This is an optimization exercise on Yosys and OpenROAD, whose aim is small area, a short achievable clock period and few clock cycles per item, not a production implementation.
Where RTL was checked, it was by simulation tests only, not by an equivalence proof against the original.

==> inputs of ember <==
## aluTop
module aluTop (
	input  logic                            clk,
	input  logic                            rstN,
	input  logic                            start,
	input  logic [aluPkg::operandWidth-1:0] a,
	input  logic [aluPkg::operandWidth-1:0] b,
	input  aluPkg::opcodeT                  op,
	output logic                            done,
	output logic [aluPkg::resultWidth-1:0]  result,
	output logic [aluPkg::errorWidth-1:0]   error
);
Settings: LEC_CHECK=0, ABC_AREA=1, CAP_MARGIN=20, CORE_MARGIN=2, CORE_UTILIZATION=40, SLEW_MARGIN=20; clock period 40.0 ns.
standard.sh (not shown) runs the stock make flow with config.mk's settings and CLKGATE_MAP_FILE= SYNTH_SCRIPT=/design/flow/synth_recipe.tcl, a recipe that flattens the netlist after the stock synthesis.
==> flow/flow/run.sh <==
#!/bin/bash
# Own layout flow: the standard flow (standard.sh, unchanged synthesis), with
# - port buffers of a stronger cell than the smallest one buffer_ports picks by default,
# - timing repair aiming past the required slack (the clock and constraints are unchanged),
#   with resizing free to change a cell's footprint.
set -euo pipefail
MARGIN=$(cat flow/margin.txt)
bash standard.sh \
	"BUFFER_PORTS_ARGS=-buffer_cell sky130_fd_sc_hd__buf_4" \
	"SETUP_SLACK_MARGIN=$MARGIN" \
	"MATCH_CELL_FOOTPRINT=0" \
	finish > standard_flow.log 2>&1
==> flow/flow/margin.txt <==
24.5
==> inputs of fjord, as changes to ember <==
--- a/flow/design.v
+++ b/flow/design.v
@@ -1349,21 +1349,19 @@
 	assign s1_3_d[2] = s1_3_p[2] ^ s1_3_G0;
 	assign s1_3_d[3] = s1_3_p[3] ^ s1_3_G3;
 	assign s1_3_d[4] = s1_3_p[4] ^ s1_3_G4;
 	assign s1_3_d[5] = s1_3_p[5] ^ s1_3_G5;
 	logic s1_3_ge; assign s1_3_ge = s1_3_G6;
 	assign d1_3 = {~s1_3_ge, s1_3_d};
 	assign ge1_3 = (bIn <= 16'd21) & s1_3_ge;
 	logic [5:0] r1;
-	assign q[11:10] = ge1_3 ? 2'd3 : ge1_2 ? 2'd2 : ge1_1 ? 2'd1 : 2'd0;
-	assign r1 = ge1_3 ? d1_3[5:0] :
-		ge1_2 ? d1_2[5:0] :
-		ge1_1 ? d1_1[5:0] :
-		x1[5:0];
+	assign q[11:10] = {ge1_2, ge1_2 ? ge1_3 : ge1_1};
+	assign r1 = ge1_2 ? (ge1_3 ? d1_3[5:0] : d1_2[5:0]) :
+		(ge1_1 ? d1_1[5:0] : x1[5:0]);
 	logic [7:0] x2;
 	assign x2 = {r1, aIn[9:8]};
 	logic [18:0] m2_1;
 	logic [8:0] d2_1;
 	logic ge2_1;
 	assign m2_1 = {3'b0, bIn};
 	logic [7:0] s2_1_p, s2_1_g;
 	assign s2_1_p[0] = ~(x2[0] ^ m2_1[0]);
@@ -1507,21 +1505,19 @@
 	assign s2_3_d[4] = s2_3_p[4] ^ s2_3_G5;
 	assign s2_3_d[5] = s2_3_p[5] ^ s2_3_G8;
 	assign s2_3_d[6] = s2_3_p[6] ^ s2_3_G9;
 	assign s2_3_d[7] = s2_3_p[7] ^ s2_3_G10;
 	logic s2_3_ge; assign s2_3_ge = s2_3_G11;
 	assign d2_3 = {~s2_3_ge, s2_3_d};
 	assign ge2_3 = (bIn <= 16'd85) & s2_3_ge;
 	logic [7:0] r2;
-	assign q[9:8] = ge2_3 ? 2'd3 : ge2_2 ? 2'd2 : ge2_1 ? 2'd1 : 2'd0;
-	assign r2 = ge2_3 ? d2_3[7:0] :
-		ge2_2 ? d2_2[7:0] :
-		ge2_1 ? d2_1[7:0] :
-		x2[7:0];
+	assign q[9:8] = {ge2_2, ge2_2 ? ge2_3 : ge2_1};
+	assign r2 = ge2_2 ? (ge2_3 ? d2_3[7:0] : d2_2[7:0]) :
+		(ge2_1 ? d2_1[7:0] : x2[7:0]);
 	logic [9:0] x3;
 	assign x3 = {r2, aIn[7:6]};
 	logic [18:0] m3_1;
 	logic [10:0] d3_1;
 	logic ge3_1;
 	assign m3_1 = {3'b0, bIn};
 	logic [9:0] s3_1_p, s3_1_g;
 	assign s3_1_p[0] = ~(x3[0] ^ m3_1[0]);
@@ -1695,21 +1691,19 @@
 	assign s3_3_d[6] = s3_3_p[6] ^ s3_3_G10;
 	assign s3_3_d[7] = s3_3_p[7] ^ s3_3_G11;
 	assign s3_3_d[8] = s3_3_p[8] ^ s3_3_G12;
 	assign s3_3_d[9] = s3_3_p[9] ^ s3_3_G13;
 	logic s3_3_ge; assign s3_3_ge = s3_3_G14;
 	assign d3_3 = {~s3_3_ge, s3_3_d};
 	assign ge3_3 = (bIn <= 16'd341) & s3_3_ge;
 	logic [9:0] r3;
-	assign q[7:6] = ge3_3 ? 2'd3 : ge3_2 ? 2'd2 : ge3_1 ? 2'd1 : 2'd0;
-	assign r3 = ge3_3 ? d3_3[9:0] :
-		ge3_2 ? d3_2[9:0] :
-		ge3_1 ? d3_1[9:0] :
-		x3[9:0];
+	assign q[7:6] = {ge3_2, ge3_2 ? ge3_3 : ge3_1};
+	assign r3 = ge3_2 ? (ge3_3 ? d3_3[9:0] : d3_2[9:0]) :
+		(ge3_1 ? d3_1[9:0] : x3[9:0]);
 	assign qHi   = q[15:6];
 	assign remHi = r3;
 	assign q[5:0] = '0;
 endmodule
 module divBack (
 	input  logic [15:0] aIn,
 	input  logic [15:0] bIn,
 	input  logic [15:6] qHi,
@@ -1943,21 +1937,19 @@
 	assign s4_3_d[8] = s4_3_p[8] ^ s4_3_G15;
 	assign s4_3_d[9] = s4_3_p[9] ^ s4_3_G16;
 	assign s4_3_d[10] = s4_3_p[10] ^ s4_3_G17;
 	assign s4_3_d[11] = s4_3_p[11] ^ s4_3_G18;
 	logic s4_3_ge; assign s4_3_ge = s4_3_G19;
 	assign d4_3 = {~s4_3_ge, s4_3_d};
 	assign ge4_3 = (bIn <= 16'd1365) & s4_3_ge;
 	logic [11:0] r4;
-	assign q[5:4] = ge4_3 ? 2'd3 : ge4_2 ? 2'd2 : ge4_1 ? 2'd1 : 2'd0;
-	assign r4 = ge4_3 ? d4_3[11:0] :
-		ge4_2 ? d4_2[11:0] :
-		ge4_1 ? d4_1[11:0] :
-		x4[11:0];
+	assign q[5:4] = {ge4_2, ge4_2 ? ge4_3 : ge4_1};
+	assign r4 = ge4_2 ? (ge4_3 ? d4_3[11:0] : d4_2[11:0]) :
+		(ge4_1 ? d4_1[11:0] : x4[11:0]);
 	logic [13:0] x5;
 	assign x5 = {r4, aIn[3:2]};
 	logic [18:0] m5_1;
 	logic [14:0] d5_1;
 	logic ge5_1;
 	assign m5_1 = {3'b0, bIn};
 	logic [13:0] s5_1_p, s5_1_g;
 	assign s5_1_p[0] = ~(x5[0] ^ m5_1[0]);
@@ -2215,21 +2207,19 @@
 	assign s5_3_d[10] = s5_3_p[10] ^ s5_3_G20;
 	assign s5_3_d[11] = s5_3_p[11] ^ s5_3_G21;
 	assign s5_3_d[12] = s5_3_p[12] ^ s5_3_G22;
 	assign s5_3_d[13] = s5_3_p[13] ^ s5_3_G23;
 	logic s5_3_ge; assign s5_3_ge = s5_3_G24;
 	assign d5_3 = {~s5_3_ge, s5_3_d};
 	assign ge5_3 = (bIn <= 16'd5461) & s5_3_ge;
 	logic [13:0] r5;
-	assign q[3:2] = ge5_3 ? 2'd3 : ge5_2 ? 2'd2 : ge5_1 ? 2'd1 : 2'd0;
-	assign r5 = ge5_3 ? d5_3[13:0] :
-		ge5_2 ? d5_2[13:0] :
-		ge5_1 ? d5_1[13:0] :
-		x5[13:0];
+	assign q[3:2] = {ge5_2, ge5_2 ? ge5_3 : ge5_1};
+	assign r5 = ge5_2 ? (ge5_3 ? d5_3[13:0] : d5_2[13:0]) :
+		(ge5_1 ? d5_1[13:0] : x5[13:0]);
 	logic [15:0] x6;
 	assign x6 = {r5, aIn[1:0]};
 	logic [18:0] m6_1;
 	logic [16:0] d6_1;
 	logic ge6_1;
 	assign m6_1 = {3'b0, bIn};
 	logic [15:0] s6_1_p, s6_1_g;
 	assign s6_1_p[0] = ~(x6[0] ^ m6_1[0]);
@@ -2541,21 +2531,19 @@
 	assign s6_3_d[12] = s6_3_p[12] ^ s6_3_G27;
 	assign s6_3_d[13] = s6_3_p[13] ^ s6_3_G28;
 	assign s6_3_d[14] = s6_3_p[14] ^ s6_3_G29;
 	assign s6_3_d[15] = s6_3_p[15] ^ s6_3_G30;
 	logic s6_3_ge; assign s6_3_ge = s6_3_G31;
 	assign d6_3 = {~s6_3_ge, s6_3_d};
 	assign ge6_3 = (bIn <= 16'd21845) & s6_3_ge;
 	logic [15:0] r6;
-	assign q[1:0] = ge6_3 ? 2'd3 : ge6_2 ? 2'd2 : ge6_1 ? 2'd1 : 2'd0;
-	assign r6 = ge6_3 ? d6_3[15:0] :
-		ge6_2 ? d6_2[15:0] :
-		ge6_1 ? d6_1[15:0] :
-		x6[15:0];
+	assign q[1:0] = {ge6_2, ge6_2 ? ge6_3 : ge6_1};
+	assign r6 = ge6_2 ? (ge6_3 ? d6_3[15:0] : d6_2[15:0]) :
+		(ge6_1 ? d6_1[15:0] : x6[15:0]);
 	assign divZero   = (bIn == '0);
 	assign quotient  = divZero ? '0 : q;
 	assign remainder = divZero ? '0 : r6;
 endmodule
 import aluPkg::*;
 module resultSelect (
 	input  logic                           validQ,
 	input  aluPkg::opcodeT                 opQ,
==> flow/config.mk (replaced) <==
export PLATFORM = sky130hd
export DESIGN_NAME = aluTop
export DESIGN_NICKNAME = aluTop
export VERILOG_FILES = /design/flow/design.v
export SDC_FILE = /design/flow/constraint.sdc
export NUM_CORES = 4
export LEC_CHECK = 0
export ABC_AREA = 1
export CAP_MARGIN = 5
export CORE_MARGIN = 2
export CORE_UTILIZATION = 40
export SLEW_MARGIN = 5
==> results.toml <==
[cells_and_area]
finish.cell_count_without_fillers = 3713
clk_share_pct = 1.20

[run_status]
run_status = "complete, no violations"

[pwr]
p_seq_share_pct = 7.0

[grt]
met1_usage_pct = 37.1
gr-usage-all-layers_pct = 26.9

[place]
finalWeightedCongestion = 0.987

[logic_synthesis]
synth_compound_area_share_pct = 14.4
Source of the figures above: fjord

==> results.toml <==
[logic_synthesis]
synth_compound_area_share_pct = 15.4

[place]
finalWeightedCongestion = 0.940

[cells_and_area]
final-nonclk-buf-share_pct = 6.20
clk_share_pct = 1.27
finish.cell_count_without_fillers = 3668

[pwr]
p_seq_share_pct = 6.6

[sta]
hold_viol_final = 0

[grt]
met1_usage_pct = 37.5
gr-usage-all-layers_pct = 27.2

[run_status]
run_status = "complete, no violations"
Source of the figures above: ember

Testbench counts of fjord, summed over its fixed seeds: cycles 8,000, items 8,000.
No functional check of the RTL was part of ember.

==> port drivers added, routing unchanged <==
The flow's constraints put no driver on any port. The routed layouts listed below were extracted and timed again, unchanged, in two steps.
Step 1: set_driving_cell puts a clkbuf_16 on clk and a buf_2 on each other input, an assumption about the parent block.
Step 2 times the ports against the registers' clock, not the clock port: input delays grow and output delays shrink by t, the midpoint of the rising clock arrivals with the driver on.
Slacks: ideal / step 1 / step 2; pairs: ideal / step 1.
| run | shift t [ns] | setup WS [ns] | hold slack, ns | worst setup path at the end | clock arrival spread, ns |
|---|---|---|---|---|---|
| ember | 0.407 | 24.932 / 24.890 / 24.573 | 7.714 / 7.712 / 8.119 | input to register | 0.030 / 0.030 |
| fjord | 0.412 | 24.904 / 24.854 / 24.784 | 7.723 / 7.712 / 8.124 | input to register | 0.027 / 0.026 |
After both steps setup and hold are still met in every run listed. The setup slack of ember, which loses most, moves by -0.042 ns with the drivers and by -0.359 ns with both steps.
